This is an optimization exercise on Yosys and OpenROAD, whose aim is small area and few clock cycles, not a production implementation. In this exercise RTL edits were held to simulation tests only and were not proved equivalent to the original. Power figures rest on the tool's default switching activity, not on a simulated workload.

===== flow/config.mk =====
export PLATFORM = sky130hd
export DESIGN_NAME = min_max_column_decimator_top
export DESIGN_NICKNAME = min_max_column_decimator_top
export VERILOG_FILES = /design/flow/design.v
export SDC_FILE = /design/flow/constraint.sdc
export NUM_CORES = 4
export LEC_CHECK = 0
export CAP_MARGIN = 20
export CORE_MARGIN = 2
export CORE_UTILIZATION = 40
export CTS_BUF_LIST = sky130_fd_sc_hd__clkbuf_4
export CTS_CLUSTER_SIZE = 6
export SLEW_MARGIN = 20

===== flow/constraint.sdc =====
create_clock -name core_clock -period 10.0 [get_ports {i_clk}]
set_input_delay 2.0000 -clock core_clock [delete_from_list [all_inputs] [get_ports {i_clk}]]
set_output_delay 2.0000 -clock core_clock [all_outputs]
set_load 0.01 [all_outputs]

===== flow/design.v =====
`default_nettype none
package mmcd_pkg;
    localparam int N_BITS        = 24;
    localparam int W_BITS        = 13;
    localparam int COL_BITS      = 12;
    localparam int SAMPLE_BITS   = 16;
    localparam int CFG_IDX_BITS  = 2;
    localparam int CFG_DATA_BITS = 24;
    localparam int D_BITS        = N_BITS + 1;
    localparam logic [N_BITS-1:0]   RESET_TOTAL = N_BITS'(1024);
    localparam logic [COL_BITS-1:0] RESET_WM1   = COL_BITS'(512 - 1);
endpackage
`default_nettype wire
`default_nettype none
module min_max_column_decimator_top (
    input  wire logic                                i_clk,
    input  wire logic                                i_rst_n,
    input  wire logic                                i_cfg_we,
    input  wire logic [mmcd_pkg::CFG_IDX_BITS-1:0]   i_cfg_idx,
    input  wire logic [mmcd_pkg::CFG_DATA_BITS-1:0]  i_cfg_data,
    input  wire logic                                i_sample_valid,
    output      logic                                o_sample_ready,
    input  wire logic [mmcd_pkg::SAMPLE_BITS-1:0]    i_sample,
    output      logic                                o_result_valid,
    input  wire logic                                i_result_ready,
    output      logic [mmcd_pkg::COL_BITS-1:0]       o_result_column,
    output      logic [mmcd_pkg::SAMPLE_BITS-1:0]    o_result_low_peak,
    output      logic [mmcd_pkg::SAMPLE_BITS-1:0]    o_result_high_peak,
    output      logic                                o_result_run_last,
    output      logic                                o_result_frame_last
);
    localparam int NB = mmcd_pkg::N_BITS;
    localparam int CB = mmcd_pkg::COL_BITS;
    localparam int SB = mmcd_pkg::SAMPLE_BITS;
    localparam int DB = mmcd_pkg::D_BITS;
    logic [NB-1:0] r_n;        
    logic [CB-1:0] r_wc;       
    logic          r_rs;       
    logic          wr;
    logic [12:0]   wdat;
    logic          clamp;
    logic [CB-1:0] wm1;        
    assign wr   = i_cfg_we && (i_cfg_idx[1] == 1'b0);
    assign wdat = i_cfg_data[12:0];
    always_ff @(posedge i_clk) begin
        if (!i_rst_n) begin
            r_n  <= mmcd_pkg::RESET_TOTAL;
            r_wc <= mmcd_pkg::RESET_WM1;
        end else if (i_cfg_we && i_cfg_idx == 2'd0) begin
            r_n <= (i_cfg_data == '0) ? NB'(1) : i_cfg_data;
        end else if (i_cfg_we && i_cfg_idx == 2'd1) begin
            r_wc <= (wdat == '0) ? '0 : wdat[12] ? '1 : CB'(wdat - 1'b1);
        end
    end
    always_ff @(posedge i_clk) begin
        r_rs <= !i_rst_n || wr;
    end
    assign clamp = (r_n[NB-1:7] == '0) && (r_wc[CB-1:5] >= r_n[6:0]);
    assign wm1   = clamp ? {7'(r_n[6:0] - 1'b1), 5'h1f} : r_wc;
    logic          r_bv;
    logic [SB-1:0] r_bs;
    logic          pop;
    assign o_sample_ready = !r_bv || pop;
    always_ff @(posedge i_clk) begin
        if (!i_rst_n) r_bv <= 1'b0;
        else          r_bv <= (r_bv && !pop) || i_sample_valid;
    end
    always_ff @(posedge i_clk) begin
        if (o_sample_ready) r_bs <= i_sample;
    end
    function automatic logic [13:0] add_lo(input logic [13:0] a,
                                           input logic [13:0] b,
                                           input logic        ci);
        logic cy;
        cy = ci;
        for (int k = 0; k < 14; k++) begin
            add_lo[k] = a[k] ^ b[k] ^ cy;
            cy        = (a[k] & b[k]) | (cy & (a[k] ^ b[k]));
        end
    endfunction
    function automatic logic lt_s(input logic [SB-1:0] a, input logic [SB-1:0] b);
        logic bw, ak, bk;
        bw = 1'b0;
        for (int k = 0; k < SB; k++) begin
            ak = (k == SB-1) ? !a[k] : a[k];
            bk = (k == SB-1) ? !b[k] : b[k];
            bw = (!ak & bk) | ((!ak | bk) & bw);
        end
        lt_s = bw;
    endfunction
    function automatic logic lt_c(input logic [CB-1:0] a, input logic [CB-1:0] b);
        logic bw;
        bw = 1'b0;
        for (int k = 0; k < CB; k++) begin
            bw = (!a[k] & b[k]) | ((!a[k] | b[k]) & bw);
        end
        lt_c = bw;
    endfunction
    logic [DB-1:0] r_d;
    logic [CB-1:0] r_c;
    logic          r_has;
    logic          r_lastc;    
    logic          r_nle;      
    logic [SB-1:0] r_min, r_max;
    logic          close, fin, pen, emit, fire, take, sel;
    logic [CB-1:0] c_p1;
    logic [SB-1:0] s;
    assign s     = r_bs;
    assign close = !r_d[DB-1];
    assign fin   = close && r_lastc;
    assign c_p1  = r_c + 1'b1;
    assign pen   = (c_p1 == wm1);
    assign take = (r_n[NB-1:CB] != '0) || lt_c(r_d[CB-1:0], r_n[CB-1:0]);
    assign sel  = r_rs || !close || (take && !r_lastc);
    localparam int LB = 13;
    localparam int HB = DB - LB;
    logic [LB-1:0] a_lo, n_lo, w_lo, s_lo, k_lo;
    logic [LB:0]   lo;
    logic [HB-1:0] h_op, hi;
    assign a_lo = r_rs ? '0 : r_d[LB-1:0];
    assign n_lo = (close || r_rs) ? ~r_n[LB-1:0] : '0;
    assign w_lo = sel ? LB'(wm1) : '0;                
    assign s_lo = a_lo ^ n_lo ^ w_lo;
    assign k_lo = (a_lo & n_lo) | (a_lo & w_lo) | (n_lo & w_lo);
    assign lo   = add_lo({1'b0, s_lo}, {k_lo, sel}, close && !r_rs);
    assign h_op = (close || r_rs) ? {1'b1, ~r_n[NB-1:LB]} : r_d[DB-1:LB];
    assign hi   = h_op + HB'(lo[LB]);
    assign emit = !r_rs && close && (r_lastc || r_bv);
    assign fire = !r_rs && (emit ? i_result_ready : r_bv);
    assign pop  = fire && !fin && sel;
    always_ff @(posedge i_clk) begin
        if (r_rs || fire) begin
            r_d   <= {hi, lo[LB-1:0]};
            r_has <= sel && !r_rs;
        end
    end
    always_ff @(posedge i_clk) begin
        if (r_rs) r_nle <= !hi[HB-1] || ((&hi) && (&lo[LB-1:0]));
    end
    always_ff @(posedge i_clk) begin
        if (r_rs || (fire && close)) begin
            r_c     <= (r_rs || fin) ? '0 : c_p1;
            r_lastc <= (r_rs || fin) ? (wm1 == '0) : pen;
        end
    end
    always_ff @(posedge i_clk) begin
        if (pop) begin
            if (close || !r_has || lt_s(s, r_min)) r_min <= s;
            if (close || !r_has || lt_s(r_max, s)) r_max <= s;
        end
    end
    assign o_result_valid      = emit;
    assign o_result_column     = r_c;
    assign o_result_low_peak   = r_has ? r_min : '0;
    assign o_result_high_peak  = r_has ? r_max : '0;
    assign o_result_run_last   = fin || (take && !(pen && r_nle));
    assign o_result_frame_last = r_lastc;
endmodule
`default_nettype wire

===== flow/flow/run.sh =====
#!/bin/bash
# The standard layout (the standard.sh: standard synthesis, floorplan, place, CTS, route),
# with one change: buffer_ports gives each input and output port a sky130_fd_sc_hd__buf_1
# rather than the default buffer cell. Make's full output goes to standard.log here; ORFS's own
# per-step logs stay under orfs/logs.
set -euo pipefail
export BUFFER_PORTS_ARGS="-buffer_cell sky130_fd_sc_hd__buf_1"
bash standard.sh > standard.log 2>&1

===== flow/standard.sh =====
#!/bin/bash
# synth_recipe.tcl (not shown) runs the flow's synth.tcl, then flattens the netlist and writes it again
# the make line also repeats each setting of config.mk as NAME=value (left out here)
make -C /OpenROAD-flow-scripts/flow DESIGN_CONFIG=/design/flow/config.mk WORK_HOME=/design/flow/orfs CLKGATE_MAP_FILE= SYNTH_SCRIPT=/design/flow/synth_recipe.tcl "${@:-finish}"

==> results.py, run 1 <==
metrics = {
    "run_status": {
        "status": "complete, no violations",
    },
    "routing": {
        "ant_nets": 0,
        "vias": 5745,
        "drc": 0,
        "via_per_inst": 5.190,
        "drt_first_pass_iters": 5,
        "first_iter_violations": 372,
        "wl_per_cell_um": 16.04,
        "routed_wirelength_um": 17750,
    },
    "setup_path": {
        "worstPathArrival_ns": 9.75,
        "r2r-end": "r_nle",
        "setup.worst_path.class": "flop to flop",
        "r2r-start": "r_n[0]",
        "endpoint_kind": "flop",
        "reg2reg_depth": 33,
        "critPathMaxStageDelay_ns": 0.53,
        "slowest_stage": "fa_1",
        "critPathMaxFanout": 7,
        "crit_top_cell": "fa_1",
        "worstSetupStartpointType": "flop",
        "critPathRequiredTime_ns": 10.37,
        "rrSetupSlack_ns": 0.63,
    },
    "yosys": {
        "synth_seq_cells": 126,
        "syn_area_per_cell_um2": 9.797,
        "synthCells": 766,
        "netlist_area_um2": 7505,
        "async_flop_share": 0,
        "synthesis.nets": 853,
        "seq_area_frac_synth": 0.4535,
        "synth_edf_count": 88,
        "synth.distinct_cells": 69,
        "yosys_warnings": 1,
        "synth_top_cell_area_share": 0.3521,
        "ys.flop_type": "edfxtp_1",
        "synthTopCellsByArea": "edfxtp_1 (35%), dfxtp_1 (10%), fa_1 (6.7%)",
        "yosysTopAreaCell": "edfxtp_1",
    },
    "cells_and_area": {
        "layout-drive-gt1-share": 0.07339,
        "fin_area_um2": 8453,
        "final_cells": 1107,
        "area_delta_synth_final_pct": 12.64,
        "final_nets": 946,
        "fillCellCount": 1861,
    },
    "timing": {
        "worst_slew_pin_slew_ns": 0.9030,
        "drv_slew": 0,
        "period_minus_slack_ns": 9.374,
        "fin_worst_skew_ns": 0.02238,
        "hold_viol": 0,
        "setup_viol": 0,
        "fin_crit_sh": 0.9374,
        "timing.fmax_ghz": 0.1067,
        "relSlewSlack": 0.3980,
        "whs_ns": 0.4890,
        "rsz0062_at_grt": "no",
        "setup_tns_ns": 0,
    },
    "clock_network": {
        "clkSinkCount": 126,
        "cts_tree": "built",
        "clockBufferDepth": 2,
        "path_clk_slew_ns": 0.12,
        "cts_made_buffers": 17,
        "worstSkewPairLatency_ns": 0.52,
        "cts_setup_buffers": 0,
        "cts.htree.levels": 4,
        "root_buffer": "clkbuf_4",
    },
    "global_routing": {
        "grt_util_met3": 0.04416,
        "gr-usage-met2": 0.2899,
        "grtUsageMet1": 0.2550,
        "grt_pass1_wl_um": 28550,
        "antenna_found_initial": 1,
        "grt_util_all_layers": 0.1831,
        "grt_max_degree": 43,
        "grt.busiest_layer": "met2",
        "grt_pass1_vias": 5502,
        "gr-total-overflow": 0,
    },
    "placed_design": {
        "gp_congestion": 0.8899,
        "place_area_um2": 8104,
        "io_buffers": 94,
        "hpwl_um": 13400,
        "post-place-cells": 1074,
    },
    "power_and_ir_drop": {
        "pwr-share-clk": 0.276,
        "p_sw_uw": 469.2,
        "leakagePower_uw": 0.003125,
        "combPwrFrac": 0.258,
        "peakVddDrop_v": 0.00008613,
        "p_int_uw": 1047,
        "power_density_nw_per_um2": 179.3,
        "sequentialPowerShare": 0.466,
        "swShare": 0.3095,
    },
    "die": {
        "ios": 95,
        "chipHeight_um": 141.0,
        "coreArea_um2": 18580,
        "initial_core_util": 0.4039,
        "fp.dieW_um": 141.0,
        "num_rows": 50,
        "die_area_um2": 19870,
    },
    "hold_path": {
        "hp-start": "r_bs[9]",
        "min_delay_path_depth": 0,
        "min_path_type": "flop to flop",
        "hold_end": "r_max[9]",
    },
    "job": {
        "maxCapViolations": 0,
    },
}
==> Yosys cell counts, drive strengths merged, types with 7 or more instances <==
master,n
nor2,69
a21boi,23
fa,25
nand2b,13
nor2b,23
nand3,21
o21ai,35
nor3,21
a21oi,20
or3,7
nor4,14
maj3,13
and2,34
and3,7
nand2,91
ha,15
a31oi,7
edfxtp,88
inv,59
dfxtp,38
xor2,19
xnor2,26
clkbuf,22
o311ai,10
==> power by group through the flow <==
| stage | combinational, uW | clock [uW] | sequential (uW) |
|---|---|---|---|
| after global routing | 443 | 454 | 717 |
| final | 391 | 418 | 707 |
| after detailed placement | 387 | 0 | 717 |
| after CTS | 392 | 435 | 706 |
| after floorplan | 281 | 0 | 697 |
| after global placement | 388 | 0 | 716 |
==> cells in the final DEF (no fill, tap or decap), drive strengths merged, types with 5 or more instances in the layout <==
master | Yosys | routed
a211oi | 5 | 5
a21boi | 23 | 23
a21oi | 20 | 20
a31oi | 7 | 7
and2 | 34 | 34
and3 | 7 | 7
buf | 6 | 102
bufinv | 0 | 5
clkbuf | 22 | 20
dfxtp | 38 | 38
edfxtp | 88 | 88
fa | 25 | 25
ha | 15 | 15
inv | 59 | 62
maj3 | 13 | 13
nand2 | 91 | 91
nand2b | 13 | 13
nand3 | 21 | 21
nand4 | 5 | 5
nor2 | 69 | 69
nor2b | 23 | 23
nor3 | 21 | 21
nor4 | 14 | 14
o21ai | 35 | 35
o22ai | 6 | 6
o311ai | 10 | 10
or3 | 7 | 7
xnor2 | 26 | 26
xor2 | 19 | 19
==> cells by family (layout without fill, tap and decap cells) <==
| group | Yosys count | count (layout) | synth area share |
|---|---|---|---|
| flops | 126 | 126 | 0.4535 |
| simple gates | 313 | 313 | 0.2081 |
| xor+xnor | 45 | 45 | 0.05352 |
| fa+ha+maj | 53 | 53 | 0.1099 |
| buf+inv | 87 | 193 | 0.04518 |
| other cells | 0 | 1 | 0 |
| mux | 2 | 2 | 0.002834 |
| compound gates | 140 | 140 | 0.1270 |
==> state kept, by name, indices dropped and copies added, names as in the netlist <==
signal	count
r_bv	1
r_has	1
r_min	16
r_rs	1
r_d	25
r_c	12
r_lastc	1
r_bs	16
r_nle	1
r_wc	12
r_n	24
r_max	16
==> worst max-delay path: cells and delay by family, from the launching register on <==
kind,cells,cell delay (ns)
AO/OA/AOI/OAI,9,1.43
XOR/XNOR,2,0.39
adder cells (fa/ha/maj),16,5.81
buffers and inverters,2,0.17
flip-flops,1,0.40
AND/OR/NAND/NOR,4,1.05
==> layer usage <==
layer,vias to the layer above,routed length (um)
met1,2689,8583
met5,-,0
met3,13,918
met2,162,8050
li1,2881,-
met4,0,199
==> how the worst max path moves through the flow <==
stage,cells after the start,end,from,slack (ns)
after floorplan,34,r_nle,r_wc[5],1.12
after global placement,33,r_nle,r_n[5],0.75
after detailed placement,33,r_nle,r_n[0],0.47
after CTS,33,r_nle,r_n[0],0.48
after global routing,33,r_nle,r_n[0],0.02
final,33,r_nle,r_n[0],0.63
==> stage by stage <==
step / utilization / setup WS (ns) / total power (uW)
final: 0.4549 / 0.6257 / 1516
after global routing: 0.4549 / 0.02165 / 1614
after CTS: 0.4545 / 0.4845 / 1533
after detailed placement: 0.4362 / 0.4699 / 1103
after global placement: 0.4360 / 0.7540 / 1104
after floorplan: - / 1.123 / 977.9
==> timing repair <==
action	CTS	global route
hold buffers	0	0
setup endpoints to repair	0	1
endpoints found under the hold margin	0	0
resized for setup	0	1
==> final cells by class <==
cell class | instances | area [um^2] | share of cell area
antenna | 1 | 2.502 | 0.0002960
tap | 234 | 292.8 | 0.03464
inverter | 59 | 221.5 | 0.02620
clock inverter | 12 | 190.2 | 0.02250
clock buffer | 20 | 150.1 | 0.01776
multi-input combinational | 553 | 3780 | 0.4472
timing repair buffer | 102 | 412.9 | 0.04885
sequential | 126 | 3403 | 0.4026
Testbench counts, summed over its fixed seeds: cycles 149,558.
==> run 2: changes to the inputs <==
--- a/flow/config.mk
+++ b/flow/config.mk
@@ -8,6 +8,5 @@
 export CAP_MARGIN = 20
 export CORE_MARGIN = 2
 export CORE_UTILIZATION = 40
-export CTS_BUF_LIST = sky130_fd_sc_hd__clkbuf_4
-export CTS_CLUSTER_SIZE = 6
+export CTS_BUF_LIST = sky130_fd_sc_hd__clkbuf_8
 export SLEW_MARGIN = 20
==> run 2 against run 1 <==
  * Global-route usage is 0.17 points higher
  * Worst setup slack lost 0.030 ns
  * Non-clock buffer count unchanged
  * Clock power is 22% higher
  * Clock skew fell by 0.0030 ns
  * Area after synthesis unchanged
  * Critical endpoint unchanged
  * First-iteration DRC count decreased by 2.2%
  * Sequential share of layout area shrank 0.53 points
  * Total power grew 6.2%
  * Largest cell class unchanged
  * Flip-flop and latch count unchanged
  * Worst hold slack worse by 0.0089 ns
==> results.py, run 2 <==
metrics = {
    "die": {
        "coreArea_um2": 18580,
        "fp.dieW_um": 141.0,
        "chipHeight_um": 141.0,
        "ios": 95,
        "initial_core_util": 0.4039,
        "num_rows": 50,
        "die_area_um2": 19870,
    },
    "yosys": {
        "yosys.cell_count.top_type": "nand2_1",
        "ys.flop_type": "edfxtp_1",
        "netlist_area_um2": 7505,
        "seq_area_frac_synth": 0.4535,
        "synthesis.nets": 853,
        "synthSimpleGateAreaFrac": 0.2081,
        "synth_seq_cells": 126,
        "synthCells": 766,
        "synth.area.mux_share": 0.002834,
        "synthXorXnorAreaFrac": 0.05352,
        "ys_top_cells_by_count": "nand2_1 (91), edfxtp_1 (88), nor2_1 (69)",
        "synth_edf_count": 88,
        "yosysTopAreaCell": "edfxtp_1",
        "async_flop_share": 0,
        "synthTopCellsByArea": "edfxtp_1 (35%), dfxtp_1 (10%), fa_1 (6.7%)",
        "yosys_warnings": 1,
        "synth_top_cell_area_share": 0.3521,
        "synth-adder-area-share": 0.1099,
        "syn_area_per_cell_um2": 9.797,
        "synth_top_family_by_area": "simple AND/OR/NAND/NOR gates",
        "synth-compound-area-share": 0.1270,
        "synth.distinct_cells": 69,
    },
    "hold_path": {
        "min_path_type": "flop to flop",
        "hp-start": "r_bs[9]",
    },
    "timing": {
        "rsz0062_at_grt": "no",
        "fin_ws_ns": 0.5957,
        "fin_crit_sh": 0.9404,
        "drv_slew": 0,
        "relSlewSlack": 0.3973,
        "timing.fmax_ghz": 0.1063,
        "hold_viol": 0,
        "fin_worst_skew_ns": 0.01938,
        "worst_slew_pin_slew_ns": 0.9041,
        "setup_viol": 0,
        "period_minus_slack_ns": 9.404,
        "setup_tns_ns": 0,
        "whs_ns": 0.4801,
    },
    "cells_and_area": {
        "diodes": 0,
        "fillCellCount": 1850,
        "fin_area_um2": 8566,
        "largest_reg_flops": 25,
        "top_regs": "r_d: 25 flops, r_n: 24 flops",
        "layout-drive-gt1-share": 0.07225,
        "layout_commonest_cell": "buf_1",
        "regMostFlops": "r_d",
        "final_nets": 946,
        "final_cell_mix": "buf_1 (94), nand2_1 (91), edfxtp_1 (88), nor2_1 (69), inv_1 (58)",
        "area_delta_synth_final_pct": 14.14,
    },
    "setup_path": {
        "critPathRequiredTime_ns": 10.29,
        "rrSetupSlack_ns": 0.60,
        "worstSetupStartpointType": "flop",
        "worstPathArrival_ns": 9.69,
        "critPathMaxStageDelay_ns": 0.53,
        "endpoint_kind": "flop",
        "r2r-end": "r_nle",
        "crit_top_cell": "fa_1",
        "critPathMaxFanout": 7,
        "reg2reg_depth": 33,
        "crit_end": "r_nle",
        "setup.worst_path.class": "flop to flop",
        "slowest_stage": "fa_1",
        "startpoint": "r_n[0]",
        "r2r-start": "r_n[0]",
    },
    "clock_network": {
        "root_buffer": "clkbuf_8",
        "cts_made_buffers": 17,
        "clkSinkCount": 126,
        "cts.htree.levels": 4,
        "cts_tree": "built",
        "path_clk_slew_ns": 0.08,
        "clockBufferDepth": 2,
        "worstSkewPairLatency_ns": 0.45,
        "cts_setup_buffers": 0,
        "hold_buffers": 0,
    },
    "placed_design": {
        "io_buffers": 94,
        "hpwl_um": 13400,
        "gp_congestion": 0.8899,
        "pre_cts_slack_ns": 0.4699,
        "place_area_um2": 8104,
    },
    "global_routing": {
        "grt_util_all_layers": 0.1849,
        "grt_pass1_wl_um": 28800,
        "antenna_found_initial": 0,
        "gr-total-overflow": 0,
        "grt_max_degree": 43,
        "grt_pass1_vias": 5546,
    },
    "routing": {
        "routed_wirelength_um": 17970,
        "wl_per_cell_um": 16.25,
        "drc": 0,
        "drt_first_pass_iters": 6,
        "ant_nets": 0,
        "vias": 5729,
        "via_per_inst": 5.180,
        "first_iter_violations": 364,
    },
    "power_and_ir_drop": {
        "power_density_nw_per_um2": 188.0,
        "peakVddDrop_v": 0.0001098,
        "power_uw": 1610,
        "leakagePower_uw": 0.003182,
    },
    "run_status": {
        "status": "complete, no violations",
    },
    "job": {
        "maxCapViolations": 0,
    },
}
run 2: cell counts after synthesis:
Identical to the previous run, type by type.
run 2: power by group:
part,switching (uW),internal [uW],leakage [uW]
Sequential,56.6,651,0.00117
Clock,203,308,0.000245
Combinational,226,165,0.00177
run 2: what timing repair did:
item,4_1_cts,5_1_grt
endpoints found under the hold margin,0,0
resized for setup,0,1
setup endpoints to repair,0,1
run 2: how the worst min path moves through the flow:
| stage | to | slack (ns) | depth (start not counted) |
|---|---|---|---|
| floorplan | r_max[12] | 0.45 | 0 |
| global placement | r_max[9] | 0.46 | 0 |
| detailed placement | r_max[12] | 0.46 | 0 |
| CTS | r_max[12] | 0.48 | 0 |
| global route | r_max[9] | 0.49 | 0 |
| finish | r_max[9] | 0.48 | 0 |
run 2: metal layers:
metal  track usage  up-vias  share of wire
li1              -     2870              -
met1        0.2568     2692           0.48
met2        0.2940      154           0.46
met3       0.04314       13          0.048
met4       0.04632        0         0.0091
met5             0        -              0
run 2: layout make-up:
class / count / area [um^2] / area share
sequential: 126 / 3403 / 0.3973
multi-input combinational: 553 / 3780 / 0.4413
timing repair buffer: 102 / 412.9 / 0.04820
clock inverter: 13 / 193.9 / 0.02264
inverter: 59 / 221.5 / 0.02585
clock buffer: 19 / 261.5 / 0.03053
tap: 234 / 292.8 / 0.03418
run 2: worst max-delay path, delay by kind of cell, from the launching register on:
kind / cells / cell delay, ns
fa+ha+maj: 16 / 5.80
compound gates: 9 / 1.44
simple gates: 4 / 1.05
flops: 1 / 0.40
xor+xnor: 2 / 0.39
buf+inv: 2 / 0.18
run 2: kinds of logic (layout without fill, tap and decap cells):
group | after synthesis | count (layout)
compound gates | 140 | 140
xor+xnor | 45 | 45
fa+ha+maj | 53 | 53
buf+inv | 87 | 193
flops | 126 | 126
mux | 2 | 2
simple gates | 313 | 313
run 2: per-stage QoR:
stage | instances | util
after global placement | 1074 | 0.4360
after detailed placement | 1074 | 0.4362
final | 1106 | 0.4610
after CTS | 1106 | 0.4607
after global routing | 1106 | 0.4610
after floorplan | 766 | -
==> run 3: changes to the inputs <==
--- a/flow/design.v
+++ b/flow/design.v
@@ -101,6 +101,7 @@
     logic          r_has;
     logic          r_lastc;    
     logic          r_nle;      
+    logic          r_rs2;      
     logic [SB-1:0] r_min, r_max;
     logic          close, fin, pen, emit, fire, take, sel;
     logic [CB-1:0] c_p1;
@@ -117,25 +118,27 @@
     logic [LB-1:0] a_lo, n_lo, w_lo, s_lo, k_lo;
     logic [LB:0]   lo;
     logic [HB-1:0] h_op, hi;
+    logic          gn, gw;
     assign a_lo = r_rs ? '0 : r_d[LB-1:0];
-    assign n_lo = (close || r_rs) ? ~r_n[LB-1:0] : '0;
-    assign w_lo = sel ? LB'(wm1) : '0;                
+    assign gn   = r_rs || (fire && close);
+    assign gw   = r_rs || (fire && sel);
+    assign n_lo = gn ? ~r_n[LB-1:0] : '0;
+    assign w_lo = gw ? LB'(wm1) : '0;                 
     assign s_lo = a_lo ^ n_lo ^ w_lo;
     assign k_lo = (a_lo & n_lo) | (a_lo & w_lo) | (n_lo & w_lo);
-    assign lo   = add_lo({1'b0, s_lo}, {k_lo, sel}, close && !r_rs);
-    assign h_op = (close || r_rs) ? {1'b1, ~r_n[NB-1:LB]} : r_d[DB-1:LB];
+    assign lo   = add_lo({1'b0, s_lo}, {k_lo, gw}, fire && close);
+    assign h_op = gn ? {1'b1, ~r_n[NB-1:LB]} : r_d[DB-1:LB];
     assign hi   = h_op + HB'(lo[LB]);
     assign emit = !r_rs && close && (r_lastc || r_bv);
     assign fire = !r_rs && (emit ? i_result_ready : r_bv);
     assign pop  = fire && !fin && sel;
     always_ff @(posedge i_clk) begin
-        if (r_rs || fire) begin
-            r_d   <= {hi, lo[LB-1:0]};
-            r_has <= sel && !r_rs;
-        end
+        r_d <= {hi, lo[LB-1:0]};
+        if (r_rs || fire) r_has <= sel && !r_rs;
     end
     always_ff @(posedge i_clk) begin
-        if (r_rs) r_nle <= !hi[HB-1] || ((&hi) && (&lo[LB-1:0]));
+        r_rs2 <= r_rs;
+        if (r_rs2) r_nle <= !r_d[DB-1] || (&r_d);
     end
     always_ff @(posedge i_clk) begin
         if (r_rs || (fire && close)) begin
--- a/flow/config.mk
+++ b/flow/config.mk
@@ -8,5 +8,6 @@
 export CAP_MARGIN = 20
 export CORE_MARGIN = 2
 export CORE_UTILIZATION = 40
-export CTS_BUF_LIST = sky130_fd_sc_hd__clkbuf_8
+export CTS_BUF_LIST = sky130_fd_sc_hd__clkbuf_4
+export CTS_CLUSTER_DIAMETER = 20
 export SLEW_MARGIN = 20
==> run 3 against run 2 <==
  * Sequential power is essentially flat
  * Count of clock-buffer cells in the layout down 1
  * Wire length decreased by 0.90%
  * Core utilization fell by 0.39 points
  * Non-clock buffer count unchanged
  * Highest routed layer unchanged
  * Worst hold slack lost 0.025 ns
  * Cell count is 1.4% higher
  * Clock skew fell by 0.0025 ns
  * Synthesized cell count up 2.5%
  * Total power shrank 13%
  * Largest power group unchanged
==> results.py, run 3 <==
metrics = {
    "die": {
        "initial_core_util": 0.4102,
        "coreArea_um2": 18090,
        "die_area_um2": 19650,
        "num_rows": 49,
        "chipHeight_um": 140.2,
        "ios": 95,
        "fp.dieW_um": 140.2,
    },
    "setup_path": {
        "worstSetupStartpointType": "input pin",
        "crit_end": "r_d[23]",
        "critPathMaxFanout": 3,
        "r2r-end": "r_d[23]",
        "cp.buffers_inverters": 5,
        "critPathMaxStageDelay_ns": 0.51,
        "setup.worst_path.class": "input pin to flop",
        "startpoint": "i_result_ready",
        "critPathRequiredTime_ns": 10.47,
        "slowest_stage": "fa_1",
        "crit_family": "adder cells",
        "worstPathArrival_ns": 9.26,
        "rrSetupSlack_ns": 1.27,
        "crit_top_cell": "fa_1",
        "cp.depth": 30,
        "r2r-start": "r_n[0]",
        "endpoint_kind": "flop",
        "reg2reg_depth": 33,
    },
    "clock_network": {
        "path_clk_slew_ns": 0.11,
        "clockBufferDepth": 2,
        "cts_resized": 0,
        "cts_made_buffers": 17,
        "hold_buffers": 0,
        "root_buffer": "clkbuf_4",
        "cts.htree.levels": 4,
        "worstSkewPairLatency_ns": 0.54,
        "cts_tree": "built",
        "cts_setup_buffers": 0,
        "clkSinkCount": 127,
    },
    "cells_and_area": {
        "top_regs": "r_d: 25 flops, r_n: 24 flops",
        "multi_input_area_um2": 3916,
        "final_nets": 964,
        "seq_area_um2": 3173,
        "fillCellCount": 1778,
        "final_cells": 1122,
        "largest_reg_flops": 25,
        "final_cell_mix": "buf_1 (94), nand2_1 (88), dfxtp_1 (64), edfxtp_1 (63), inv_1 (59)",
        "layout-drive-gt1-share": 0.05612,
        "regMostFlops": "r_d",
        "area_delta_synth_final_pct": 11.43,
        "layout_commonest_cell": "buf_1",
    },
    "yosys": {
        "yosysTopAreaCell": "edfxtp_1",
        "synth_top_cell_area_share": 0.2550,
        "synthesis.nets": 871,
        "yosys.cell_count.top_type": "nand2_1",
        "seq_area_frac_synth": 0.4277,
        "netlist_area_um2": 7420,
        "synth.distinct_cells": 62,
        "synthCells": 785,
        "ys_top_cells_by_count": "nand2_1 (88), dfxtp_1 (64), edfxtp_1 (63)",
        "async_flop_share": 0,
        "synthTopCellsByArea": "edfxtp_1 (25%), dfxtp_1 (17%), fa_1 (6.7%)",
        "ys.flop_type": "dfxtp_1",
        "yosys_warnings": 1,
        "synth_edf_count": 63,
        "syn_area_per_cell_um2": 9.452,
        "synth_seq_cells": 127,
    },
    "global_routing": {
        "grt_util_all_layers": 0.1888,
        "antenna_found_initial": 2,
        "gr-total-overflow": 0,
        "grt_max_degree": 49,
        "grt_pass1_wl_um": 29190,
        "grt_pass1_vias": 5633,
    },
    "timing": {
        "rsz0062_at_grt": "no",
        "fin_crit_sh": 0.8792,
        "drv_slew": 0,
        "period_minus_slack_ns": 8.792,
        "hold_viol": 0,
        "setup_viol": 0,
        "fin_worst_skew_ns": 0.01692,
        "setup_tns_ns": 0,
        "worst_slew_pin_slew_ns": 0.8425,
        "relSlewSlack": 0.4383,
        "timing.fmax_ghz": 0.1137,
    },
    "routing": {
        "via_per_inst": 5.279,
        "ant_nets": 0,
        "wl_per_cell_um": 15.87,
        "vias": 5923,
        "routed_wirelength_um": 17810,
        "first_iter_violations": 357,
        "drc": 0,
        "drt_first_pass_iters": 5,
    },
    "placed_design": {
        "hpwl_um": 13370,
        "io_buffers": 94,
        "post-place-cells": 1088,
        "gp_congestion": 0.8668,
    },
    "hold_path": {
        "min_path_type": "flop to flop",
    },
    "power_and_ir_drop": {
        "peakVddDrop_v": 0.00008066,
        "power_density_nw_per_um2": 170.1,
        "leakagePower_uw": 0.003052,
    },
    "job": {
        "maxCapViolations": 0,
    },
    "run_status": {
        "status": "complete, no violations",
    },
}
[run 3: per-stage QoR]
stage	worst slack, ns	power, uW	utilization	cell area (um^2)	hold WS (ns)
floorplan	0.5366	971.0	-	7420	0.3605
global placement	0.7803	1089	0.4429	8010	0.4171
detailed placement	0.6528	1093	0.4429	8010	0.4176
global route	0.7883	1510	0.4571	8268	0.4818
CTS	1.248	1419	0.4569	8263	0.4750
finish	1.208	1406	0.4571	8268	0.4547
[run 3: power by group]
group	leakage [uW]	switching (uW)	internal, uW
Clock	0.000133	200	125
Combinational	0.00177	208	163
Sequential	0.00114	81.7	627
[run 3: cell type report]
type                            count  share of cell area
Multi-Input combinational cell    571              0.4737
Tap cell                          229             0.03465
Clock inverter                     14             0.01423
Clock buffer                       18             0.01634
Inverter                           59             0.02679
Antenna cell                        2           0.0006053
Timing Repair Buffer              102             0.04994
Sequential cell                   127              0.3838
[run 3: cells by family after synthesis]
logic type / Yosys count / synth area share
AO/OA/AOI/OAI: 158 / 0.1476
XOR/XNOR: 38 / 0.04486
adder cells (fa/ha/maj): 50 / 0.1059
buffers and inverters: 87 / 0.04570
flip-flops: 127 / 0.4277
AND/OR/NAND/NOR: 325 / 0.2283
[run 3: routing by layer]
metal  GRT usage  routed length, um  vias to the layer above
met3     0.04274                959                       21
met4     0.05263                267                        0
met1      0.2749               8899                     2767
met5           0                  0                        -
li1            -                  -                     2970
met2      0.2830               7679                      165
[run 3: worst min-delay path by stage]
stage / end / from / cells after the start
after floorplan: r_rs2 / r_rs / 0
after global placement: r_nle / r_rs2 / 0
after detailed placement: r_nle / r_rs2 / 0
after CTS: r_nle / r_rs2 / 0
after global routing: r_nle / r_rs2 / 0
final: r_nle / r_rs2 / 0
Testbench counts of run 3, summed over its fixed seeds: cycles 149,558.
==> run 4: changes to the inputs <==
--- a/flow/config.mk
+++ b/flow/config.mk
@@ -8,6 +8,6 @@
 export CAP_MARGIN = 20
 export CORE_MARGIN = 2
 export CORE_UTILIZATION = 40
-export CTS_BUF_LIST = sky130_fd_sc_hd__clkbuf_4
-export CTS_CLUSTER_DIAMETER = 20
+export CTS_BUF_LIST = sky130_fd_sc_hd__clkbuf_8
+export PLACE_DENSITY = 0.8
 export SLEW_MARGIN = 20
==> run 4 against run 3 <==
  * Die area did not move
  * Register-to-register slack about the same
  * Design area increased by 1.3%
  * Synthesized cell count unchanged
  * Still clean on timing, DRC and antenna
==> results.py, run 4 <==
metrics = {
    "run_status": {
        "status": "complete, no violations",
    },
    "routing": {
        "ant_nets": 0,
        "first_iter_violations": 363,
        "via_per_inst": 5.460,
        "drt_first_pass_iters": 5,
        "vias": 6110,
        "drc": 0,
        "routed_wirelength_um": 17490,
        "wl_per_cell_um": 15.63,
    },
    "yosys": {
        "syn_area_per_cell_um2": 9.452,
        "ys.flop_type": "dfxtp_1",
        "synth_seq_cells": 127,
        "synth_edf_count": 63,
        "ys_top_cells_by_count": "nand2_1 (88), dfxtp_1 (64), edfxtp_1 (63)",
        "async_flop_share": 0,
        "synth_top_cell_area_share": 0.2550,
        "synth.distinct_cells": 62,
        "yosys_warnings": 1,
        "synthesis.nets": 871,
        "yosysTopAreaCell": "edfxtp_1",
        "netlist_area_um2": 7420,
        "seq_area_frac_synth": 0.4277,
        "synthTopCellsByArea": "edfxtp_1 (25%), dfxtp_1 (17%), fa_1 (6.7%)",
        "synthCells": 785,
        "yosys.cell_count.top_type": "nand2_1",
    },
    "clock_network": {
        "cts.htree.levels": 4,
        "hold_buffers": 0,
        "worstSkewPairLatency_ns": 0.46,
        "clkSinkCount": 127,
        "clockBufferDepth": 2,
        "cts_tree": "built",
        "cts_setup_buffers": 0,
        "root_buffer": "clkbuf_8",
        "cts_resized": 0,
        "cts_made_buffers": 17,
        "path_clk_slew_ns": 0.08,
    },
    "hold_path": {
        "hp-start": "r_rs2",
        "hold_end": "r_nle",
        "min_path_type": "flop to flop",
        "min_delay_path_depth": 0,
    },
    "power_and_ir_drop": {
        "swShare": 0.3415,
        "peakVddDrop_v": 0.0001265,
        "p_int_uw": 990.8,
        "power_density_nw_per_um2": 179.7,
        "sequentialPowerShare": 0.474,
        "pwr-share-clk": 0.279,
        "leakagePower_uw": 0.003094,
        "power_uw": 1505,
        "p_sw_uw": 513.9,
        "combPwrFrac": 0.248,
    },
    "cells_and_area": {
        "final_cell_mix": "buf_1 (94), nand2_1 (88), dfxtp_1 (64), edfxtp_1 (63), inv_1 (60)",
        "diodes": 0,
        "layout_commonest_cell": "buf_1",
        "regMostFlops": "r_d",
        "fillCellCount": 1700,
        "multi_input_area_um2": 3916,
        "layout-drive-gt1-share": 0.05730,
        "largest_reg_flops": 25,
        "final_nets": 963,
        "seq_area_um2": 3173,
        "area_delta_synth_final_pct": 12.87,
        "top_regs": "r_d: 25 flops, r_n: 24 flops",
    },
    "job": {
        "maxCapViolations": 0,
    },
    "global_routing": {
        "gr-total-overflow": 0,
        "grt_pass1_wl_um": 28590,
        "grt_util_all_layers": 0.1826,
        "grt_pass1_vias": 5787,
        "grt_max_degree": 50,
        "antenna_found_initial": 0,
    },
    "die": {
        "num_rows": 49,
        "coreArea_um2": 18090,
        "fp.dieW_um": 140.2,
        "die_area_um2": 19650,
        "chipHeight_um": 140.2,
        "ios": 95,
        "initial_core_util": 0.4102,
    },
    "setup_path": {
        "worstSetupStartpointType": "input pin",
        "worstPathArrival_ns": 9.31,
        "r2r-start": "r_n[0]",
        "slowest_stage": "fa_1",
        "critPathMaxStageDelay_ns": 0.50,
        "crit_top_cell": "fa_1",
        "rrSetupSlack_ns": 1.27,
        "r2r-end": "r_d[23]",
        "setup.worst_path.class": "input pin to flop",
        "critPathRequiredTime_ns": 10.38,
        "reg2reg_depth": 33,
        "critPathMaxFanout": 49,
        "endpoint_kind": "flop",
        "startpoint": "i_result_ready",
    },
    "placed_design": {
        "gp_congestion": 0.8833,
        "io_buffers": 94,
        "hpwl_um": 13060,
    },
    "timing": {
        "rsz0062_at_grt": "no",
        "fin_crit_sh": 0.8922,
        "worst_slew_pin_slew_ns": 0.8158,
        "setup_tns_ns": 0,
        "hold_viol": 0,
        "period_minus_slack_ns": 8.922,
        "relSlewSlack": 0.4562,
        "setup_viol": 0,
        "fin_worst_skew_ns": 0.01717,
        "drv_slew": 0,
        "timing.fmax_ghz": 0.1121,
    },
}
## run 4: cell count changes in the layout (fill, tap and decap cells not counted), sizes merged
cell / before / now
diode: 2 / 0
clkbuf: 18 / 17
clkinv: 8 / 5
clkinvlp: 2 / 4
inv: 62 / 64
buf: 102 / 101
## run 4: final cells by class
| cell class | count | area share |
|---|---|---|
| tap | 229 | 0.03421 |
| multi-input combinational | 571 | 0.4677 |
| clock buffer | 17 | 0.02794 |
| sequential | 127 | 0.3789 |
| inverter | 59 | 0.02645 |
| clock inverter | 15 | 0.01644 |
| timing repair buffer | 101 | 0.04841 |
## run 4: through the flow
stage / std cells / setup slack [ns] / utilization / cell area (um^2) / hold WS (ns)
after global placement: 1087 / 0.7452 / 0.4425 / 8003 / 0.4149
after global routing: 1119 / 0.7462 / 0.4630 / 8374 / 0.4605
after detailed placement: 1087 / 0.6155 / 0.4425 / 8003 / 0.4203
final: 1119 / 1.078 / 0.4630 / 8374 / 0.4415
after floorplan: 785 / 0.5366 / - / 7420 / 0.3605
after CTS: 1119 / 1.080 / 0.4630 / 8374 / 0.4428
## run 4: how the worst max path moves through the flow
stage	endpoint	slack, ns	depth (start not counted)
after floorplan	r_d[23]	0.54	31
after global placement	r_d[23]	0.75	30
after detailed placement	r_d[23]	0.62	30
after CTS	r_d[23]	1.08	30
after global routing	r_d[23]	0.75	30
final	r_d[23]	1.08	30
## run 4: cell families after synthesis
group / Yosys count / share of synthesized area
xor gates and xnor gates: 38 / 0.04486
adders and majority gates: 50 / 0.1059
AOI/OAI and AO/OA: 158 / 0.1476
buffers and inverters: 87 / 0.04570
DFF: 127 / 0.4277
and+or+nand+nor: 325 / 0.2283
## run 4: critical path, delay by kind of cell
kind | cells | cell delay, ns
compound gates | 2 | 0.28
fa+ha+maj | 16 | 5.29
buf+inv | 7 | 0.82
simple gates | 3 | 0.66
xor+xnor | 2 | 0.24
## run 4: routing by layer
metal  wire length, um  GRT usage
met5                 0          0
met4               421    0.07549
met3              1104    0.03624
met2              7772     0.2815
met1              8190     0.2524
## run 4: power groups by stage
stage	combinational (uW)	clock, uW	sequential, uW
final	373	419	713
after detailed placement	374	0	719
after floorplan	283	0	688
after global routing	429	451	721
after global placement	354	0	717
after CTS	375	428	709
==> run 5: changes to the inputs <==
--- a/flow/config.mk
+++ b/flow/config.mk
@@ -9,5 +9,4 @@
 export CORE_MARGIN = 2
 export CORE_UTILIZATION = 40
 export CTS_BUF_LIST = sky130_fd_sc_hd__clkbuf_8
-export PLACE_DENSITY = 0.8
 export SLEW_MARGIN = 20
==> run 5 against run 4 <==
  * Sequential share of layout area hardly changed
  * Non-clock buffer count grew 1
  * Area after synthesis unchanged
  * Core utilization hardly changed
  * Synthesized cell count stayed put
  * Total power decreased by 1.2%
  * Largest power group unchanged
==> results.py, run 5 <==
metrics = {
    "placed_design": {
        "io_buffers": 94,
        "gp_congestion": 0.8668,
        "pre_cts_slack_ns": 0.6528,
        "place_area_um2": 8010,
        "hpwl_um": 13370,
    },
    "timing": {
        "whs_ns": 0.4432,
        "hold_viol": 0,
        "rsz0062_at_grt": "no",
        "timing.fmax_ghz": 0.1123,
        "fin_ws_ns": 1.096,
        "worst_slew_pin_slew_ns": 0.8404,
        "setup_tns_ns": 0,
        "period_minus_slack_ns": 8.904,
        "drv_slew": 0,
        "fin_crit_sh": 0.8904,
        "fin_worst_skew_ns": 0.008491,
        "setup_viol": 0,
        "relSlewSlack": 0.4397,
    },
    "clock_network": {
        "clkSinkCount": 127,
        "cts.htree.levels": 4,
        "cts_resized": 0,
        "cts_tree": "built",
        "cts_setup_buffers": 0,
        "root_buffer": "clkbuf_8",
        "worstSkewPairLatency_ns": 0.44,
        "path_clk_slew_ns": 0.07,
        "clockBufferDepth": 2,
        "hold_buffers": 0,
        "cts_made_buffers": 17,
    },
    "global_routing": {
        "gr-total-overflow": 0,
        "grt_pass1_vias": 5655,
        "antenna_found_initial": 0,
        "grt_util_all_layers": 0.1889,
        "grt_pass1_wl_um": 29280,
        "grt_max_degree": 49,
    },
    "die": {
        "die_area_um2": 19650,
        "fp.dieW_um": 140.2,
        "ios": 95,
        "chipHeight_um": 140.2,
        "coreArea_um2": 18090,
        "num_rows": 49,
        "initial_core_util": 0.4102,
    },
    "power_and_ir_drop": {
        "pwr-share-clk": 0.272,
        "combPwrFrac": 0.251,
        "power_uw": 1487,
        "p_sw_uw": 501.4,
        "power_density_nw_per_um2": 177.7,
        "p_int_uw": 985.3,
        "swShare": 0.3372,
        "sequentialPowerShare": 0.477,
        "peakVddDrop_v": 0.00009267,
        "leakagePower_uw": 0.003097,
    },
    "routing": {
        "routed_wirelength_um": 17830,
        "drt_first_pass_iters": 5,
        "first_iter_violations": 390,
        "wl_per_cell_um": 15.92,
        "via_per_inst": 5.279,
        "drc": 0,
        "ant_nets": 0,
        "vias": 5913,
    },
    "run_status": {
        "status": "complete, no violations",
    },
    "yosys": {
        "synth_top_cell_area_share": 0.2550,
        "ys_top_cells_by_count": "nand2_1 (88), dfxtp_1 (64), edfxtp_1 (63)",
        "yosysTopAreaCell": "edfxtp_1",
        "synth_seq_cells": 127,
        "synth_edf_count": 63,
        "syn_area_per_cell_um2": 9.452,
        "yosys_warnings": 1,
        "synth.distinct_cells": 62,
        "synthCells": 785,
        "async_flop_share": 0,
        "netlist_area_um2": 7420,
        "ys.flop_type": "dfxtp_1",
        "synthTopCellsByArea": "edfxtp_1 (25%), dfxtp_1 (17%), fa_1 (6.7%)",
        "yosys.cell_count.top_type": "nand2_1",
        "seq_area_frac_synth": 0.4277,
        "synthesis.nets": 871,
    },
    "setup_path": {
        "slowest_stage": "fa_1",
        "endpoint_kind": "flop",
        "worstPathArrival_ns": 9.27,
        "critPathMaxStageDelay_ns": 0.51,
        "critPathMaxFanout": 3,
        "setup.worst_path.class": "input pin to flop",
        "worstSetupStartpointType": "input pin",
        "critPathRequiredTime_ns": 10.37,
        "crit_top_cell": "fa_1",
    },
    "cells_and_area": {
        "fillCellCount": 1772,
        "area_delta_synth_final_pct": 12.75,
        "layout-drive-gt1-share": 0.05499,
        "final_cell_mix": "buf_1 (94), nand2_1 (88), dfxtp_1 (64), edfxtp_1 (63), inv_1 (60)",
        "final_nets": 964,
        "top_regs": "r_d: 25 flops, r_n: 24 flops",
        "regMostFlops": "r_d",
        "seq_area_um2": 3173,
        "multi_input_area_um2": 3916,
        "fin_area_um2": 8366,
        "layout_commonest_cell": "buf_1",
        "largest_reg_flops": 25,
        "diodes": 0,
    },
    "job": {
        "maxCapViolations": 0,
    },
    "hold_path": {
        "min_path_type": "flop to flop",
    },
}
## run 5: cell types whose count changed in the layout (fill, tap and decap cells not counted), sizes merged
cell / delta
clkinv: +3
clkinvlp: -2
buf: +1
inv: -1
## run 5: per-layer routing
metal,global-route usage,vias to the layer above,part of all wire
li1,-,2956,-
met1,0.2756,2786,0.50
met3,0.03385,14,0.054
met4,0.05529,0,0.0099
met5,0,-,0
met2,0.2882,157,0.44
## run 5: logic make-up after synthesis
kind of cell	count (synthesis)	share of synthesized area
buffers and inverters	87	0.04570
XOR/XNOR	38	0.04486
flip-flops	127	0.4277
AO/OA/AOI/OAI	158	0.1476
adder cells (fa/ha/maj)	50	0.1059
AND/OR/NAND/NOR	325	0.2283
## run 5: final cells by class
| type | count | share of cell area |
|---|---|---|
| clock buffers | 17 | 0.02797 |
| clock inverters | 15 | 0.01451 |
| inverters | 59 | 0.02647 |
| multi-input cells | 571 | 0.4681 |
| flip-flops and latches | 127 | 0.3793 |
| well taps | 229 | 0.03425 |
| repair buffers | 102 | 0.04936 |
## run 5: path summary, 6_finish.rpt
| check | to | start | slack (ns) | cells after the start |
|---|---|---|---|---|
| setup / recovery | r_d[23] | i_result_ready | 1.10 | 30 |
| hold / removal | r_nle | r_rs2 | 0.44 | 0 |
| setup reg to reg | r_d[23] | r_n[0] | 1.26 | 33 |
| hold reg to reg | r_nle | r_rs2 | 0.44 | 0 |
## run 5: power groups by stage
stage	clock network [uW]	logic (uW)	registers (uW)
5_1_grt	437	431	721
2_1_floorplan	0	283	688
6_report	405	373	709
3_3_place_gp	0	370	719
3_5_place_dp	0	375	717
4_1_cts	417	376	708
## run 5: through the flow
step                      utilization  std cells
after floorplan                     -        785
after global placement         0.4429       1088
after detailed placement       0.4429       1088
after CTS                      0.4625       1120
after global routing           0.4625       1120
final                          0.4625       1120
## run 5: worst max-delay path: cells and delay by family
kind	cells	cell delay [ns]
adder cells (fa/ha/maj)	16	5.31
AND/OR/NAND/NOR	3	0.69
XOR/XNOR	2	0.26
buffers and inverters	5	0.42
AO/OA/AOI/OAI	4	0.64
==> run 6: changes to the inputs <==
--- a/flow/config.mk
+++ b/flow/config.mk
@@ -7,6 +7,7 @@
 export LEC_CHECK = 0
 export CAP_MARGIN = 20
 export CORE_MARGIN = 2
-export CORE_UTILIZATION = 40
+export CORE_UTILIZATION = 60
 export CTS_BUF_LIST = sky130_fd_sc_hd__clkbuf_8
+export PLACE_DENSITY = 0.75
 export SLEW_MARGIN = 20
==> run 6 against run 5 <==
  * Sequential power is 0.7% higher
  * Total power grew 4.1%
  * Flip-flop and latch count stayed put
  * Die area fell by 32%
  * Core utilization grew 23 points
  * Combinational power rose by 3%
  * First-iteration DRC count rose by 11%
  * Design area fell by 0.48%
  * Fmax down 1.7%
  * Sequential share of layout area up 0.18 points
  * Critical path depth unchanged
  * Largest power group unchanged
==> results.py, run 6 <==
metrics = {
    "clock_network": {
        "path_clk_slew_ns": 0.07,
        "cts_setup_buffers": 0,
        "root_buffer": "clkbuf_8",
        "clkSinkCount": 127,
        "cts.htree.levels": 4,
        "cts_tree": "built",
        "hold_buffers": 0,
        "cts_made_buffers": 17,
        "clockBufferDepth": 2,
        "cts_resized": 0,
        "worstSkewPairLatency_ns": 0.44,
    },
    "cells_and_area": {
        "largest_reg_flops": 25,
        "final_nets": 962,
        "top_regs": "r_d: 25 flops, r_n: 24 flops",
        "regMostFlops": "r_d",
        "layout-drive-gt1-share": 0.05399,
        "layout_commonest_cell": "buf_1",
        "area_delta_synth_final_pct": 12.21,
        "final_util": 0.6902,
        "final_cell_mix": "buf_1 (94), nand2_1 (88), dfxtp_1 (64), edfxtp_1 (63), inv_1 (60)",
        "diodes": 0,
        "multi_input_area_um2": 3916,
        "seq_area_um2": 3173,
        "fillCellCount": 1019,
    },
    "setup_path": {
        "critPathRequiredTime_ns": 10.37,
        "setup.worst_path.class": "input pin to flop",
        "r2r-end": "r_d[23]",
        "cp.buffers_inverters": 7,
        "worstPathArrival_ns": 9.43,
        "endpoint_kind": "flop",
        "rrSetupSlack_ns": 1.17,
        "crit_top_cell": "fa_1",
        "crit_family": "adder cells",
        "slowest_stage": "fa_1",
        "r2r-start": "r_n[1]",
        "worstSetupStartpointType": "input pin",
        "critPathMaxStageDelay_ns": 0.51,
        "reg2reg_depth": 33,
        "critPathMaxFanout": 49,
    },
    "die": {
        "fp.dieW_um": 115.2,
        "num_rows": 40,
        "coreArea_um2": 12060,
        "chipHeight_um": 115.2,
        "die_area_um2": 13270,
        "ios": 95,
        "initial_core_util": 0.6151,
    },
    "timing": {
        "period_minus_slack_ns": 9.061,
        "fin_worst_skew_ns": 0.01091,
        "fin_ws_ns": 0.9394,
        "setup_tns_ns": 0,
        "relSlewSlack": 0.4025,
        "rsz0062_at_grt": "no",
        "whs_ns": 0.4341,
        "fin_crit_sh": 0.9061,
        "setup_viol": 0,
        "drv_slew": 0,
        "timing.fmax_ghz": 0.1104,
        "worst_slew_pin_slew_ns": 0.8962,
        "hold_viol": 0,
    },
    "global_routing": {
        "grt_max_degree": 50,
        "grt_pass1_vias": 5807,
        "grt_pass1_wl_um": 28430,
        "grt_util_all_layers": 0.2775,
        "gr-total-overflow": 0,
        "antenna_found_initial": 0,
    },
    "routing": {
        "drc": 0,
        "ant_nets": 0,
        "first_iter_violations": 432,
        "wl_per_cell_um": 16.98,
        "via_per_inst": 5.871,
        "routed_wirelength_um": 17950,
        "vias": 6206,
        "drt_first_pass_iters": 5,
    },
    "yosys": {
        "yosysTopAreaCell": "edfxtp_1",
        "synthCells": 785,
        "synthSimpleGateAreaFrac": 0.2283,
        "yosys_warnings": 1,
        "synth.distinct_cells": 62,
        "synth-adder-area-share": 0.1059,
        "synth-compound-area-share": 0.1476,
        "ys_top_cells_by_count": "nand2_1 (88), dfxtp_1 (64), edfxtp_1 (63)",
        "synthTopCellsByArea": "edfxtp_1 (25%), dfxtp_1 (17%), fa_1 (6.7%)",
        "synth_top_cell_area_share": 0.2550,
        "synth_top_family_by_area": "simple AND/OR/NAND/NOR gates",
        "synthXorXnorAreaFrac": 0.04486,
        "seq_area_frac_synth": 0.4277,
        "synth_seq_cells": 127,
        "syn_area_per_cell_um2": 9.452,
        "ys.flop_type": "dfxtp_1",
        "yosys.cell_count.top_type": "nand2_1",
        "async_flop_share": 0,
        "netlist_area_um2": 7420,
        "synth.area.mux_share": 0,
        "synth_edf_count": 63,
        "synthesis.nets": 871,
    },
    "placed_design": {
        "hpwl_um": 13680,
        "pre_cts_slack_ns": 0.4338,
        "gp_congestion": 0.9381,
        "io_buffers": 94,
    },
    "run_status": {
        "status": "complete, no violations",
    },
    "power_and_ir_drop": {
        "peakVddDrop_v": 0.0001345,
        "power_density_nw_per_um2": 185.9,
        "leakagePower_uw": 0.003119,
        "power_uw": 1548,
    },
    "hold_path": {
        "hold_end": "r_nle",
        "hp-start": "r_rs2",
        "min_delay_path_depth": 0,
        "min_path_type": "flop to flop",
    },
    "job": {
        "maxCapViolations": 0,
    },
}
==> run 6: worst max-delay path by stage <==
stage                     slack (ns)       to  cells past startpoint      startpoint
after floorplan                 0.54  r_d[23]                     31  i_result_ready
after global placement          0.70  r_d[23]                     30  i_result_ready
after detailed placement        0.43  r_d[23]                     30  i_result_ready
after CTS                       0.89  r_d[23]                     30  i_result_ready
after global routing            0.56  r_d[23]                     30  i_result_ready
final                           0.94  r_d[23]                     30  i_result_ready
==> run 6: stage by stage <==
step	cells	instance area (um^2)
floorplan	785	7420
global placement	1025	7919
detailed placement	1025	7919
CTS	1057	8325
global route	1057	8325
finish	1057	8325
==> run 6: layout make-up <==
class | count | share of cell area
Tap cell | 168 | 0.02525
Inverter | 59 | 0.02660
Timing Repair Buffer | 100 | 0.04779
Clock inverter | 13 | 0.01743
Multi-Input combinational cell | 571 | 0.4704
Clock buffer | 19 | 0.03141
Sequential cell | 127 | 0.3811
==> run 6: logic make-up after synthesis <==
family | Yosys count
flip-flops | 127
adder cells (fa/ha/maj) | 50
AO/OA/AOI/OAI | 158
XOR/XNOR | 38
AND/OR/NAND/NOR | 325
buffers and inverters | 87
==> run 6: power by group <==
| group | switching, uW | internal (uW) |
|---|---|---|
| Clock | 195 | 255 |
| Sequential | 86.3 | 628 |
| Combinational | 217 | 166 |
==> run 6: layer usage <==
layer	part of all wire	vias up	global-route usage
met4	0.034	0	0.1293
li1	-	2963	-
met2	0.47	259	0.4459
met5	0	-	0
met3	0.064	54	0.05113
met1	0.43	2930	0.3666
==> run 7: changes to the inputs <==
==> flow/flow/run.sh (replaced) <==
#!/bin/bash
# The standard layout (the standard.sh: standard synthesis, floorplan, place, CTS, route),
# with two changes: buffer_ports gives each input and output port a sky130_fd_sc_hd__buf_1
# rather than the default buffer cell, and clock tree synthesis uses a clkbuf_16 at the root,
# clkbuf_8 inside the tree and clkbuf_4 at the register clusters. Make's full output goes to
# standard.log here; ORFS's own per-step logs stay under orfs/logs.
set -euo pipefail
export BUFFER_PORTS_ARGS="-buffer_cell sky130_fd_sc_hd__buf_1"
export CTS_ARGS="-sink_clustering_enable -repair_clock_nets -buf_list sky130_fd_sc_hd__clkbuf_4 -root_buf sky130_fd_sc_hd__clkbuf_16 -tree_buf sky130_fd_sc_hd__clkbuf_8 -sink_clustering_buffer sky130_fd_sc_hd__clkbuf_4"
bash standard.sh > standard.log 2>&1
--- a/flow/config.mk
+++ b/flow/config.mk
@@ -7,7 +7,5 @@
 export LEC_CHECK = 0
 export CAP_MARGIN = 20
 export CORE_MARGIN = 2
-export CORE_UTILIZATION = 60
-export CTS_BUF_LIST = sky130_fd_sc_hd__clkbuf_8
-export PLACE_DENSITY = 0.75
+export CORE_UTILIZATION = 40
 export SLEW_MARGIN = 20
==> run 7 against run 6 <==
  * Sequential share of layout area shrank 0.25 points
  * Global-route usage shrank 8.9 points
  * Cell count grew 6.0%
  * Total power shrank 3.0%
  * Still clean on timing, DRC and antenna
  * First-iteration DRC count shrank 20%
==> results.py, run 7 <==
metrics = {
    "run_status": {
        "status": "complete, no violations",
    },
    "hold_path": {
        "min_path_type": "flop to flop",
        "hold_end": "r_nle",
        "min_delay_path_depth": 0,
        "hp-start": "r_rs2",
    },
    "die": {
        "num_rows": 49,
        "die_area_um2": 19650,
        "initial_core_util": 0.4102,
        "ios": 95,
        "chipHeight_um": 140.2,
        "fp.dieW_um": 140.2,
        "coreArea_um2": 18090,
    },
    "setup_path": {
        "worstPathArrival_ns": 9.27,
        "worstSetupStartpointType": "input pin",
        "r2r-start": "r_n[0]",
        "slowest_stage": "fa_1",
        "critPathRequiredTime_ns": 10.30,
        "setup.worst_path.class": "input pin to flop",
        "rrSetupSlack_ns": 1.27,
        "reg2reg_depth": 33,
        "critPathMaxStageDelay_ns": 0.51,
        "endpoint_kind": "flop",
        "r2r-end": "r_d[23]",
        "critPathMaxFanout": 3,
        "crit_top_cell": "fa_1",
    },
    "cells_and_area": {
        "final_util": 0.4634,
        "final_nets": 964,
        "top_regs": "r_d: 25 flops, r_n: 24 flops",
        "fillCellCount": 1768,
        "final_cell_mix": "buf_1 (94), nand2_1 (88), dfxtp_1 (64), edfxtp_1 (63), inv_1 (59)",
        "largest_reg_flops": 25,
        "final_cells": 1120,
        "layout_commonest_cell": "buf_1",
        "diodes": 0,
        "area_delta_synth_final_pct": 12.95,
        "regMostFlops": "r_d",
        "layout-drive-gt1-share": 0.05612,
    },
    "routing": {
        "vias": 5916,
        "first_iter_violations": 347,
        "via_per_inst": 5.282,
        "wl_per_cell_um": 15.94,
        "drc": 0,
        "routed_wirelength_um": 17860,
        "ant_nets": 0,
        "drt_first_pass_iters": 5,
    },
    "yosys": {
        "synthTopCellsByArea": "edfxtp_1 (25%), dfxtp_1 (17%), fa_1 (6.7%)",
        "seq_area_frac_synth": 0.4277,
        "yosysTopAreaCell": "edfxtp_1",
        "synth_edf_count": 63,
        "syn_area_per_cell_um2": 9.452,
        "synth_top_cell_area_share": 0.2550,
        "ys_top_cells_by_count": "nand2_1 (88), dfxtp_1 (64), edfxtp_1 (63)",
        "netlist_area_um2": 7420,
        "synth_seq_cells": 127,
        "async_flop_share": 0,
        "yosys.cell_count.top_type": "nand2_1",
        "synthCells": 785,
        "synth.distinct_cells": 62,
        "ys.flop_type": "dfxtp_1",
        "synthesis.nets": 871,
        "yosys_warnings": 1,
    },
    "job": {
        "maxCapViolations": 0,
    },
    "placed_design": {
        "gp_congestion": 0.8668,
        "hpwl_um": 13370,
        "io_buffers": 94,
        "post-place-cells": 1088,
    },
    "timing": {
        "hold_viol": 0,
        "drv_slew": 0,
        "period_minus_slack_ns": 8.973,
        "timing.fmax_ghz": 0.1114,
        "rsz0062_at_grt": "no",
        "whs_ns": 0.4431,
        "fin_crit_sh": 0.8973,
        "setup_tns_ns": 0,
        "worst_slew_pin_slew_ns": 0.8390,
        "fin_worst_skew_ns": 0.007880,
        "relSlewSlack": 0.4406,
        "setup_viol": 0,
    },
    "clock_network": {
        "cts_setup_buffers": 0,
        "clkSinkCount": 127,
        "cts_tree": "built",
        "cts_resized": 0,
        "worstSkewPairLatency_ns": 0.37,
        "path_clk_slew_ns": 0.07,
        "cts_made_buffers": 17,
        "cts.htree.levels": 4,
        "clockBufferDepth": 2,
        "root_buffer": "clkbuf_16",
        "hold_buffers": 0,
    },
    "global_routing": {
        "antenna_found_initial": 0,
        "grt_pass1_wl_um": 29290,
        "grt_pass1_vias": 5654,
        "grt_util_all_layers": 0.1889,
        "grt_max_degree": 49,
        "gr-total-overflow": 0,
    },
    "power_and_ir_drop": {
        "leakagePower_uw": 0.003102,
        "peakVddDrop_v": 0.00009990,
        "power_density_nw_per_um2": 179.2,
    },
}
-- run 7: cells by family after synthesis --
group	count (synthesis)	share of synthesized area
AO/OA/AOI/OAI	158	0.1476
flip-flops	127	0.4277
buffers and inverters	87	0.04570
adder cells (fa/ha/maj)	50	0.1059
XOR/XNOR	38	0.04486
AND/OR/NAND/NOR	325	0.2283
-- run 7: area by class of cell --
cell class | instances | area (um^2) | share of cell area
clock buffers | 18 | 252.7 | 0.03016
clock inverters | 14 | 117.6 | 0.01403
inverters | 59 | 221.5 | 0.02643
multi-input cells | 571 | 3916 | 0.4673
flip-flops and latches | 127 | 3173 | 0.3786
well taps | 229 | 286.5 | 0.03419
repair buffers | 102 | 412.9 | 0.04927
-- run 7: worst max-delay path, delay by kind of cell --
family | cells | cell delay [ns]
compound gates | 4 | 0.64
xor+xnor | 2 | 0.26
fa+ha+maj | 16 | 5.30
buf+inv | 5 | 0.42
simple gates | 3 | 0.69
-- run 7: worst max path at each step --
| stage | from | to | depth (start not counted) |
|---|---|---|---|
| floorplan | i_result_ready | r_d[23] | 31 |
| global placement | i_result_ready | r_d[23] | 30 |
| detailed placement | i_result_ready | r_d[23] | 30 |
| CTS | i_result_ready | r_d[23] | 30 |
| global route | i_result_ready | r_d[23] | 30 |
| finish | i_result_ready | r_d[23] | 30 |
-- run 7: stage by stage --
stage	area [um^2]	setup slack [ns]	power, uW
floorplan	7420	0.5366	971.0
global placement	8010	0.7803	1089
detailed placement	8010	0.6528	1093
CTS	8381	1.024	1515
global route	8381	0.6270	1603
finish	8381	1.027	1502
-- run 7: routing by layer --
metal,routed length (um),GRT usage
met5,0,0
met1,8877,0.2756
met3,984,0.03487
met4,176,0.05369
met2,7816,0.2882
-- run 7: power breakdown --
group | total (uW) | switching, uW | internal [uW]
sequential | 709 | 81.9 | 627
clock | 420 | 211 | 209
combinational | 373 | 210 | 164

[afterwards: timing with drivers on the ports]
Ports are ideal in the flow. The routed layouts listed here were re-timed in OpenROAD.
Step 1 sets driving cells, clkbuf_16 on the clock port and buf_2 on the other inputs (assumed; they add their load-dependent delay and slew).
Step 2 adds t to the input delays and takes it off the output delays; t is the mean of the earliest and latest rising clock arrival at the registers after step 1. Input paths then give back, and output paths get back, about the clock's delay inside the block.
Three values: ideal, step 1, step 2; two values: the first two.
| run | t (ns) | setup WS [ns] | worst data-port slew with drivers (ns) |
|---|---|---|---|
| run 1 | 0.551 | 0.626 / 0.626 / 0.626 | 0.08 |
| run 2 | 0.478 | 0.596 / 0.596 / 0.596 | 0.08 |
| run 3 | 0.575 | 1.208 / 1.191 / 0.615 | 0.06 |
| run 4 | 0.491 | 1.078 / 1.054 / 0.562 | 0.06 |
| run 5 | 0.477 | 1.096 / 1.080 / 0.603 | 0.05 |
| run 6 | 0.468 | 0.939 / 0.916 / 0.449 | 0.06 |
| run 7 | 0.413 | 1.027 / 1.017 / 0.604 | 0.05 |
After both steps setup and hold are still met in every run listed. The setup slack of run 3, which loses most, moves by -0.017 ns with the drivers and by -0.593 ns with both steps.
